This is an optimization exercise on Yosys and OpenROAD, whose aim is small area, a short achievable clock period and few clock cycles per item, not a production implementation.
Function was checked by simulation only, so behaviour that the tests miss may differ from the original.
Power is estimated from default activity; no workload was simulated.

==> design.v <==
package bhkt_pkg;
    localparam int BUCKETS  = 16;    
    localparam int WAYS     = 4;
    localparam int KEY_W    = 31;
    localparam int BUCKET_W = (BUCKETS > 1) ? $clog2(BUCKETS) : 1;
    localparam int TAG_W    = KEY_W - BUCKET_W;   
    localparam int FILL_W   = $clog2(WAYS + 1);
    localparam logic [1:0] REQ_INSERT = 2'd0;
    localparam logic [1:0] REQ_DELETE = 2'd1;
    localparam logic [2:0] ST_INSERTED  = 3'd0;
    localparam logic [2:0] ST_DELETED   = 3'd1;
    localparam logic [2:0] ST_FOUND     = 3'd2;
    localparam logic [2:0] ST_NOT_FOUND = 3'd3;
    localparam logic [2:0] ST_FULL      = 3'd4;
endpackage
module bucketed_hash_key_table_core (
    input  logic        aclk,
    input  logic        aresetn,
    input  logic        s_valid,
    output logic        s_ready,
    input  logic [1:0]  s_req_type,
    input  logic [30:0] s_key_value,
    output logic        m_valid,
    input  logic        m_ready,
    output logic [2:0]  m_status
);
    localparam int BUCKETS  = bhkt_pkg::BUCKETS;
    localparam int WAYS     = bhkt_pkg::WAYS;
    localparam int KEY_W    = bhkt_pkg::KEY_W;
    localparam int BUCKET_W = bhkt_pkg::BUCKET_W;
    localparam int TAG_W    = bhkt_pkg::TAG_W;
    localparam int FILL_W   = bhkt_pkg::FILL_W;
    localparam logic [1:0] REQ_INSERT   = bhkt_pkg::REQ_INSERT;
    localparam logic [1:0] REQ_DELETE   = bhkt_pkg::REQ_DELETE;
    localparam logic [2:0] ST_INSERTED  = bhkt_pkg::ST_INSERTED;
    localparam logic [2:0] ST_DELETED   = bhkt_pkg::ST_DELETED;
    localparam logic [2:0] ST_FOUND     = bhkt_pkg::ST_FOUND;
    localparam logic [2:0] ST_NOT_FOUND = bhkt_pkg::ST_NOT_FOUND;
    localparam logic [2:0] ST_FULL      = bhkt_pkg::ST_FULL;
    localparam int OUTQ = 4;
    logic               s_ready_reg;
    logic               s_accept;
    logic               r_valid;
    logic [1:0]         r_type;
    logic [KEY_W-1:0]   r_key;
    assign s_accept = s_valid && s_ready_reg;
    always_ff @(posedge aclk) begin
        r_type <= s_req_type;
        r_key  <= s_key_value;
    end
    logic [TAG_W-1:0]   tag_q  [BUCKETS][WAYS];
    logic [FILL_W-1:0]  fill_q [BUCKETS];
    logic               x_valid;
    logic [1:0]         x_type;
    logic [KEY_W-1:0]   x_key;
    logic [TAG_W-1:0]   x_row [WAYS];
    logic [WAYS-1:0]    x_v;         
    logic [BUCKET_W-1:0] r_bucket, x_bucket;
    logic [TAG_W-1:0]    x_tag;
    assign r_bucket = r_key[BUCKET_W-1:0];
    assign x_bucket = x_key[BUCKET_W-1:0];
    assign x_tag    = x_key[KEY_W-1:BUCKET_W];
    logic               is_ins, is_del;
    logic [WAYS-1:0]    match, pmatch, ins_pos, we;
    logic               found, full, fill_we;
    logic [TAG_W-1:0]   wdata [WAYS];
    logic [WAYS-1:0]    v_next;
    logic [FILL_W-1:0]  fill_next;
    logic [2:0]         status;
    assign is_ins = (x_type == REQ_INSERT);
    assign is_del = (x_type == REQ_DELETE);
    assign full   = x_v[WAYS-1];
    always_comb begin
        for (int w = 0; w < WAYS; w++) begin
            match[w] = x_v[w] && (x_row[w] == x_tag);
        end
        pmatch[0] = match[0];
        for (int w = 1; w < WAYS; w++) pmatch[w] = pmatch[w-1] | match[w];
        found = pmatch[WAYS-1];
        ins_pos[0] = !x_v[0];
        for (int w = 1; w < WAYS; w++) ins_pos[w] = x_v[w-1] && !x_v[w];
        for (int w = 0; w < WAYS; w++) begin
            wdata[w] = (is_ins || w == WAYS-1) ? x_tag : x_row[(w+1) % WAYS];
            we[w]    = x_valid && ((is_ins && ins_pos[w]) ||
                                   (is_del && pmatch[w] && w != WAYS-1));
        end
        fill_we = x_valid && ((is_ins && !full) || (is_del && found));
        v_next  = is_ins ? {x_v[WAYS-2:0], 1'b1} : {1'b0, x_v[WAYS-1:1]};
        fill_next = '0;
        for (int w = 0; w < WAYS; w++) fill_next = fill_next + FILL_W'(v_next[w]);
        if (is_ins)      status = full ? ST_FULL : ST_INSERTED;
        else if (is_del) status = found ? ST_DELETED : ST_NOT_FOUND;
        else             status = found ? ST_FOUND : ST_NOT_FOUND;
    end
    always_ff @(posedge aclk) begin
        for (int b = 0; b < BUCKETS; b++) begin
            for (int w = 0; w < WAYS; w++) begin
                if (we[w] && x_bucket == BUCKET_W'(b)) tag_q[b][w] <= wdata[w];
            end
        end
    end
    always_ff @(posedge aclk) begin
        if (!aresetn) begin
            for (int b = 0; b < BUCKETS; b++) fill_q[b] <= '0;
        end else if (fill_we) begin
            fill_q[x_bucket] <= fill_next;
        end
    end
    logic same;
    logic [FILL_W-1:0] r_fill;
    assign same   = x_valid && (x_bucket == r_bucket);
    assign r_fill = fill_q[r_bucket];
    always_ff @(posedge aclk) begin
        x_type <= r_type;
        x_key  <= r_key;
        for (int w = 0; w < WAYS; w++) begin
            if (same) begin
                if (we[w]) x_row[w] <= wdata[w];
            end else begin
                x_row[w] <= tag_q[r_bucket][w];
            end
        end
        if (same) begin
            if (fill_we) x_v <= v_next;
        end else begin
            for (int w = 0; w < WAYS; w++) x_v[w] <= (FILL_W'(w) < r_fill);
        end
    end
    logic [2:0]           q [OUTQ];
    logic [2:0]           q_cnt;       
    logic [2:0]           n_out;       
    logic                 m_valid_reg;
    logic                 pop;
    logic [2:0]           q_cnt_pop;
    logic [2:0]           n_next;
    assign pop       = m_valid_reg && m_ready;
    assign q_cnt_pop = q_cnt - 3'(pop);
    assign n_next    = n_out + 3'(s_accept) - 3'(pop);
    always_ff @(posedge aclk) begin
        if (!aresetn) begin
            s_ready_reg <= 1'b1;
            r_valid     <= 1'b0;
            x_valid     <= 1'b0;
            q_cnt       <= '0;
            n_out       <= '0;
            m_valid_reg <= 1'b0;
        end else begin
            r_valid     <= s_accept;
            x_valid     <= r_valid;
            n_out       <= n_next;
            s_ready_reg <= (n_next < 3'(OUTQ));
            q_cnt       <= q_cnt_pop + 3'(x_valid);
            m_valid_reg <= (q_cnt_pop != 0) || x_valid;
        end
    end
    always_ff @(posedge aclk) begin
        for (int i = 0; i < OUTQ; i++) begin
            if (x_valid && q_cnt_pop == 3'(i)) q[i] <= status;
            else if (pop) q[i] <= (i == OUTQ-1) ? q[i] : q[i+1];
        end
    end
    assign s_ready  = s_ready_reg;
    assign m_valid  = m_valid_reg;
    assign m_status = q[0];
endmodule
==> run.sh <==
#!/bin/bash
# synth_recipe.tcl (not shown) runs the flow's synth.tcl, then flattens the netlist and writes it again
# the make line also repeats each setting of config.mk as NAME=value (left out here)
make -C /OpenROAD-flow-scripts/flow DESIGN_CONFIG=/design/flow/config.mk WORK_HOME=/design/flow/orfs CLKGATE_MAP_FILE= SYNTH_SCRIPT=/design/flow/synth_recipe.tcl finish
==> config.mk <==
export PLATFORM = sky130hd
export DESIGN_NAME = bucketed_hash_key_table_core
export DESIGN_NICKNAME = bucketed_hash_key_table_core
export VERILOG_FILES = /design/flow/design.v
export SDC_FILE = /design/flow/constraint.sdc
export NUM_CORES = 4
export LEC_CHECK = 0
export CAP_MARGIN = 20
export CORE_MARGIN = 2
export CORE_UTILIZATION = 40
export SLEW_MARGIN = 20
==> constraint.sdc <==
create_clock -name core_clock -period 6.0 [get_ports {aclk}]
set_input_delay 1.2000 -clock core_clock [delete_from_list [all_inputs] [get_ports {aclk}]]
set_output_delay 1.2000 -clock core_clock [all_outputs]
set_load 0.01 [all_outputs]
==> run summary <==
[worst max-delay path, cell delays in order (launching register included)]
cell	delay [ns]
dfxtp_1	0.31
buf_4	0.29
xnor2_1	0.24
nand4_1	0.13
or4_4	0.57
o21ai_0	0.63
nand3_2	0.87
nor2_4	1.16
[cell families after synthesis]
logic type	after synthesis
DFF	1976
AOI/OAI and AO/OA	1218
and+or+nand+nor	624
buffers and inverters	319
xor gates and xnor gates	116
muxes	97
adders and majority gates	10
[synthesized netlist by cell type (all sizes together), types with 76 or more instances]
| master | instances | area [µm²] |
|---|---|---|
| edfxtp | 1900 | 57100 |
| a22oi | 394 | 2960 |
| nor2 | 191 | 719 |
| buf | 189 | 1070 |
| a22o | 163 | 1430 |
| a221oi | 121 | 1070 |
| clkbuf | 113 | 424 |
| nand2 | 93 | 349 |
| a21oi | 91 | 459 |
| nand3 | 81 | 405 |
| a21o | 80 | 601 |
| dfxtp | 76 | 1520 |
[per-layer routing]
metal	global-route usage, %	vias to the layer above	share of wire, %
met5	0	-	0.054
met4	11.6	22	4.6
met3	6.93	602	12
met2	41.1	3407	44
met1	38.2	24100	39
li1	-	18300	-
[per-stage QoR]
stage          setup slack, ns  instance area, µm²  util (%)  total power, W  std cells
2_1_floorplan             1.62               75400         -          0.0171       4360
4_1_cts                   1.44               86200      45.9          0.0299       7161
3_5_place_dp              1.45               80000      42.6          0.0182       6799
6_report                  1.35               86300      46.0          0.0299       7173
3_3_place_gp              1.48               79700      42.5          0.0182       6786
5_1_grt                   1.28               86300      46.0          0.0305       7165
[cell type report]
type	count	share of cell area, %
antenna	8	0.0232
clock buffer	259	6.04
clock inverter	103	1.13
inverter	17	0.0740
multi-input combinational	2065	18.5
sequential	1976	67.9
tap	2495	3.62
timing repair buffer	250	2.75
[cells in the final DEF (no fill, tap or decap), types with 64 or more instances in the layout]
master     instances
a221oi_1         120
nor2_1           130
mux2_2            65
edfxtp_1        1900
nand3_1           78
buf_4            182
a22oi_1          394
dfxtp_1           72
nand2_1           91
clkbuf_16        195
a21oi_1           90
a222oi_1          64
a22o_1           163
a21o_1            80
[power by group]
group          leakage, nW  total, W  internal [W]  switching [W]
sequential            18.1    0.0159        0.0156       0.000294
clock                 3.00    0.0119       0.00658        0.00534
combinational         6.36   0.00213      0.000565        0.00157
[worst paths after layout]
check | end | slack (ns) | start | cells past startpoint
worst max-delay path | tag_q[4][12] | 1.35 | x_key[17] | 7
worst min-delay path | x_key[28] | 0.33 | r_key[28] | 0
worst max register to register | tag_q[4][12] | 1.35 | x_key[17] | 7
worst min register to register | x_key[28] | 0.33 | r_key[28] | 0
==> out/metrics.yaml <==
yosysUniqueCellTypes: 82
regMostFlops: "tag_q"
multi_input_area_mm2: 0.0159
die_h_um: 438
avgSynthCellArea_um2: 17.3
synth_compound_gate_area_share_pct: 12.7
synth_xor_xnor_area_share_pct: 1.43
max_freq_ghz: 0.215
cts_tree: "yes"
nNetsFinal: 4552
min_period_ns: 4.65
ant_nets: 0
numCtsBuffers: 195
largest_register_ffs: 1728
path_clk_slew_ns: 0.06
core_area_mm2: 0.188
async_flop_share_pct: 0
via_per_inst: 6.47
synth_seq_cells: 1976
antenna_found_initial: 25
overflow: 0
worst_ep_required_time_ns: 6.46
yosysSeqAreaShare_pct: 77.7
fin_skew_ns: 0.0601
holdWs_ns: 0.327
hold_class: "reg -> reg"
clkLatencyLatePin_ns: 0.87
finalHoldViolCount: 0
critPathLaunchType: "flip-flop"
netlist_instances: 4360
ys_warn_count: 5
postCtsResizedCells: 0
syn_to_final_growth_pct: 14.4
p_leak_nw: 27.4
grt_pass1_vias: 43200
cp_max_fo: 27
worstSetupEndpointType: "flip-flop"
clockBufferDepth: 3
syn_area_mm2: 0.0754
status: "finished clean"
dp_hpwl_um: 165000
post_cts_buffers: 0
synth_edf_count: 1900
drtIter0Drc: 7998
route.detailed.drc: 0
grt_pass1_wl_um: 364000
regArea_mm2: 0.0586
slew_headroom_pct: 18.8
synth_fa_ha_area_share_pct: 0.186
ys.flop_type: "edfxtp_1"
layout-drive-gt1-share_pct: 15.4
wire_per_inst_um: 37.5
top_regs: "tag_q: 1728 flops, x_row: 108 flops, fill_q: 48 flops"
tightest_slew_ns: 1.22
numPortBuffers: 41
synth-simple-area-share_pct: 4.27
holdBufCountCts: 0
io_pins: 42
critical_path_class: "reg -> reg"
syn_nets: 4407
post-route-period-util_pct: 77.5
gp_congestion: 0.979
start_util_pct: 40.2
finalMaxSlewViolations: 0
synth_top_family_by_area: "compound AO/OA/AOI/OAI gates"
ir_worst_vdd_v: 0.000270
grt_start_max_net_pins: 152
cts_root_buf: "clkbuf_16"
drv_cap: 0
dr.pass1.iters: 7
fin_tns_setup_ns: 0
vias: 46400
finalSetupViolCount: 0
rows: 159
routed_wl_um: 269000
die-width_um: 438
rsz0062_at_grt: "false"
power_density_mw_per_mm2: 347
fillers: 15900
synthMuxAreaShare_pct: 1.64
cts.sinks: 1976
worstPathArrival_ns: 5.11
grtUsageTotal_pct: 27.5
h-tree-depth: 4
fp.dieArea_mm2: 0.192
Testbench counts, summed over its fixed seeds: cycles 24,024, items 24,000.

what the ideal ports hide:
The results above use ideal ports. As a check the final layout listed here was re-extracted and re-timed, cells and wires unchanged. Step 1, drivers: a clkbuf_16 drives aclk and a buf_2 each remaining input, both assumed. Step 2 also shifts input and output timing later by t, the mid clock arrival at the registers, as if the neighbouring blocks saw the same clock. Slacks: ideal / step 1 / step 2; pairs: ideal / step 1.
t, ns: 0.933
setup slack, ns: 1.351 / 1.351 / 1.351
worst setup path after step 2: register to register
pins driven straight from the clock port: 1
After both steps setup and hold are still met in this run. For this run, drivers alone change the setup slack by 0.000 ns; drivers and shift together by 0.000 ns.
